What follows belongs to an exercise in optimizing a design on an open flow for a short achievable clock period, few clock cycles and low power; a production flow would make more cautious choices. In this exercise RTL edits were held to simulation tests only and were not proved equivalent to the original. Power figures rest on the tool's default switching activity, not on a simulated workload.

== the reference run ==
==> module cpu_top, before the edit <==
module cpu_top #(
        parameter logic [15:0] reset_pc = '0
) (
        input  logic        clk,
        input  logic        reset,
        input  logic        run_n,
        input  logic [15:0] sram_d,
        output logic [15:0] sram_addr,
        output logic [15:0] sram_q,
        output logic        sram_we_n
);
        logic [15:0] pc_q;                        
        logic [15:0] pc;
        logic        e_alu, e_lw, e_sw, e_beq;    
        logic        e_sub, e_nand, e_addi;       
        logic [3:0]  e_dst;
        logic [3:0]  e_imm;
        logic [15:0] op_a, op_b;
        logic [15:0] rf [16];
        logic        clr;                         
        logic        e_mem;
        logic [15:0] e_x;
        logic [15:0] alu_res;
        logic [15:0] ea;
        logic        taken;
        assign e_mem = e_lw | e_sw;
        assign e_x   = e_addi ? {12'd0, e_imm} : op_a;
        logic [15:0] sum;
        assign sum = e_x + (op_b ^ {16{e_sub}}) + {15'd0, e_sub};
        assign alu_res = e_nand ? ~(op_a & op_b) : sum;
        logic [3:0]  ea_g, ea_p;
        logic [4:0]  ea_c;
        logic [11:0] ea_pre;
        assign ea_g = op_b[3:0] & e_imm;
        assign ea_p = op_b[3:0] ^ e_imm;
        assign ea_c[0] = 1'b0;
        assign ea_c[1] = ea_g[0];
        assign ea_c[2] = ea_g[1] | (ea_p[1] & ea_g[0]);
        assign ea_c[3] = ea_g[2] | (ea_p[2] & ea_g[1]) | (ea_p[2] & ea_p[1] & ea_g[0]);
        assign ea_c[4] = ea_g[3] | (ea_p[3] & ea_g[2]) | (ea_p[3] & ea_p[2] & ea_g[1])
                       | (ea_p[3] & ea_p[2] & ea_p[1] & ea_g[0]);
        assign ea_pre[0] = 1'b1;
        for (genvar i = 1; i < 12; i++) begin : g_ea_pre
                assign ea_pre[i] = &op_b[3+i:4];
        end
        logic [11:0] ea_hi_inc;
        assign ea_hi_inc = op_b[15:4] ^ ea_pre;
        assign ea = {ea_c[4] ? ea_hi_inc : op_b[15:4], ea_p ^ ea_c[3:0]};
        assign taken = e_beq & (op_a == op_b);
        assign sram_addr = e_mem ? ea : pc;
        assign sram_q    = op_a;
        assign sram_we_n = ~e_sw | run_n;
        logic        rf_we;
        logic [15:0] rf_wd;
        assign rf_we = ~run_n & (e_alu | e_lw);
        assign rf_wd = clr ? 16'd0 : e_lw ? sram_d : alu_res;
        for (genvar i = 0; i < 16; i++) begin : g_rf
                always_ff @(posedge clk) begin
                        if (clr || (rf_we && e_dst == i))
                                rf[i] <= rf_wd;
                end
        end
        always_ff @(posedge clk or negedge reset) begin
                if (!reset)
                        clr <= 1'b1;
                else if (!run_n)
                        clr <= 1'b0;
        end
        logic clr_done;
        always_ff @(posedge clk)
                clr_done <= ~reset;
        logic [3:0]  f_op, f_c, f_b, f_a;
        logic        f_en;
        logic        f_alu, f_lw, f_sw, f_beq, f_jmp, f_bsame, f_redir;
        logic [15:0] f_off, add_b, pc_tgt;
        logic [3:0]  idx_a;
        logic [15:0] rd_a, rd_b;
        assign f_op = sram_d[15:12];
        assign f_c  = sram_d[11:8];
        assign f_b  = sram_d[7:4];
        assign f_a  = sram_d[3:0];
        assign f_en = ~e_mem & ~taken & ~(clr & ~clr_done);
        assign f_alu = (f_op == 4'd0) | (f_op == 4'd1) | (f_op == 4'd2) | (f_op == 4'd8);
        assign f_sw  = (f_op == 4'd5);
        assign f_lw  = (f_op == 4'd6);
        assign f_beq = (f_op == 4'd14);
        assign f_jmp = (f_op == 4'd15);
        assign f_bsame = f_beq & (f_c == f_b);
        assign f_redir = f_jmp | f_bsame;
        assign f_off  = {f_jmp ? {{4{sram_d[11]}}, sram_d[11:4]} : 12'd0, sram_d[3:0]};
        assign add_b  = taken ? {12'd0, e_imm} - 16'd1 : f_off;
        assign pc_tgt = pc + add_b;
        logic [15:0] pc_pre, pc_inc;
        assign pc_pre[0] = 1'b1;
        for (genvar i = 1; i < 16; i++) begin : g_pc_pre
                assign pc_pre[i] = &pc[i-1:0];
        end
        assign pc_inc = pc ^ pc_pre;
        assign idx_a = (f_sw | f_beq) ? f_c : f_a;
        always_comb begin
                if (e_alu && e_dst == idx_a)
                        rd_a = alu_res;
                else
                        rd_a = rf[idx_a];
                if (e_alu && e_dst == f_b)
                        rd_b = alu_res;
                else
                        rd_b = rf[f_b];
        end
        always_ff @(posedge clk) begin
                if (!run_n) begin
                        op_a   <= rd_a;
                        op_b   <= rd_b;
                        e_dst  <= f_c;
                        e_imm  <= f_a;
                        e_sub  <= (f_op == 4'd2);
                        e_nand <= (f_op == 4'd8);
                        e_addi <= (f_op == 4'd1);
                end
        end
        always_ff @(posedge clk or negedge reset) begin
                if (!reset) begin
                        e_alu <= 1'b0;
                        e_lw  <= 1'b0;
                        e_sw  <= 1'b0;
                        e_beq <= 1'b0;
                end else if (!run_n) begin
                        e_alu <= f_en & f_alu;
                        e_lw  <= f_en & f_lw;
                        e_sw  <= f_en & f_sw;
                        e_beq <= f_en & f_beq & ~f_bsame;
                end
        end
        assign pc = clr ? reset_pc : pc_q;
        always_ff @(posedge clk) begin
                if (!run_n) begin
                        if (taken | (f_en & f_redir))
                                pc_q <= pc_tgt;
                        else if (f_en)
                                pc_q <= pc_inc;
                        else if (clr)
                                pc_q <= reset_pc;
                end
        end
endmodule
clock: 9.0 ns
lec_check: 0
cap_margin: 20
core_margin: 2
core_utilization: 50
setup_slack_margin: 5
slew_margin: 20
standard.sh (not shown) runs the stock make flow with config.mk's settings and CLKGATE_MAP_FILE= SYNTH_SCRIPT=/design/flow/synth_recipe.tcl, a recipe that flattens the netlist after the stock synthesis.
==> flow/flow/run.sh <==
#!/bin/bash
# The standard layout (the standard.sh, every step), except for the
# clock tree's settings: no dummy loads, and larger sink clusters.
export CTS_ARGS="-sink_clustering_enable -repair_clock_nets -dont_use_dummy_load -sink_clustering_size 20 -sink_clustering_max_diameter 60 -buf_list {sky130_fd_sc_hd__clkbuf_4 sky130_fd_sc_hd__clkbuf_8}"
bash standard.sh > standard.log 2>&1
The reference run reached the final stage; the timing, DRC and antenna checks on its layout passed.
Testbench counts of the reference run, summed over its fixed seeds: cycles 32,260.
What the trial run does differently from the reference run at the input level:
diff --git a/flow/design.v b/flow/design.v
--- a/flow/design.v
+++ b/flow/design.v
@@ -65,5 +65,4 @@
         output logic        sram_we_n
 );
-        logic [15:0] pc_q;                        
         logic [15:0] pc;
         logic        e_alu, e_lw, e_sw, e_beq;    
@@ -122,7 +121,4 @@
                         clr <= 1'b0;
         end
-        logic clr_done;
-        always_ff @(posedge clk)
-                clr_done <= ~reset;
         logic [3:0]  f_op, f_c, f_b, f_a;
         logic        f_en;
@@ -135,5 +131,5 @@
         assign f_b  = sram_d[7:4];
         assign f_a  = sram_d[3:0];
-        assign f_en = ~e_mem & ~taken & ~(clr & ~clr_done);
+        assign f_en = ~e_mem & ~taken & ~clr;
         assign f_alu = (f_op == 4'd0) | (f_op == 4'd1) | (f_op == 4'd2) | (f_op == 4'd8);
         assign f_sw  = (f_op == 4'd5);
@@ -180,4 +176,5 @@
                         e_sw  <= 1'b0;
                         e_beq <= 1'b0;
+                        pc    <= reset_pc;
                 end else if (!run_n) begin
                         e_alu <= f_en & f_alu;
@@ -185,15 +182,8 @@
                         e_sw  <= f_en & f_sw;
                         e_beq <= f_en & f_beq & ~f_bsame;
-                end
-        end
-        assign pc = clr ? reset_pc : pc_q;
-        always_ff @(posedge clk) begin
-                if (!run_n) begin
                         if (taken | (f_en & f_redir))
-                                pc_q <= pc_tgt;
+                                pc <= pc_tgt;
                         else if (f_en)
-                                pc_q <= pc_inc;
-                        else if (clr)
-                                pc_q <= reset_pc;
+                                pc <= pc_inc;
                 end
         end
Results
- Comparing register area for the trial run and the reference run, the bigger number came from the reference run.
- The final reports for the trial run and the reference run show critical path depth lower in the former.
- The lower biggest fanout along the worst timing path of the trial run and the reference run is in the trial run.
- Summary: with the reference run as the reference, via count in the trial run moved up by a little under 10%.
- The clock network fraction of design power of the trial run falls short of that of the reference run by 1.1 points.
- Full die area in the trial run is about 3% higher than in the reference run
- Per the comparison of the trial run with the reference run, cell count picked up an extra about 6%, wire length after detailed routing rose by 7.5 mm, post-route standard cell area excluding fillers now sits higher, post-synthesis cell count rose by 7.5%, count of nets after finishing saw an increase.
- The trial run ended up with reg -> out as its path type of the worst setup path; the reference run ended up with reg -> reg.
- Comparing met1 routing resource usage after global routing for the trial run and the reference run, the bigger number came from the trial run.
- Looking at the trial run and the reference run, the starting density of the core is a wash.
Testbench counts of the trial run, summed over its fixed seeds: cycles 32,452.

-- afterwards: timing with drivers on the ports --
How much do the figures lean on ideal ports? The routed layouts below were timed once more, with nothing changed but the port constraints. Step 1 sets driving cells, clkbuf_16 on the clock port and buf_2 on the other inputs (assumed; they add their load-dependent delay and slew). Step 2 also shifts input and output timing later by t, the mid clock arrival at the registers, as if the neighbouring blocks saw the same clock. Slacks: no drivers / after step 1 / after step 2; pairs: no drivers / after step 1.
run | t (ns) | setup WS [ns] | pins driven straight from the clock port
the reference run | 0.661 | 4.427 / 4.406 / 4.010 | 1
the trial run | 0.678 | 4.626 / 4.576 / 4.308 | 1
After both steps setup and hold are still met in every run listed. The setup slack of the reference run, which loses most, moves by -0.021 ns with the drivers and by -0.417 ns with both steps.
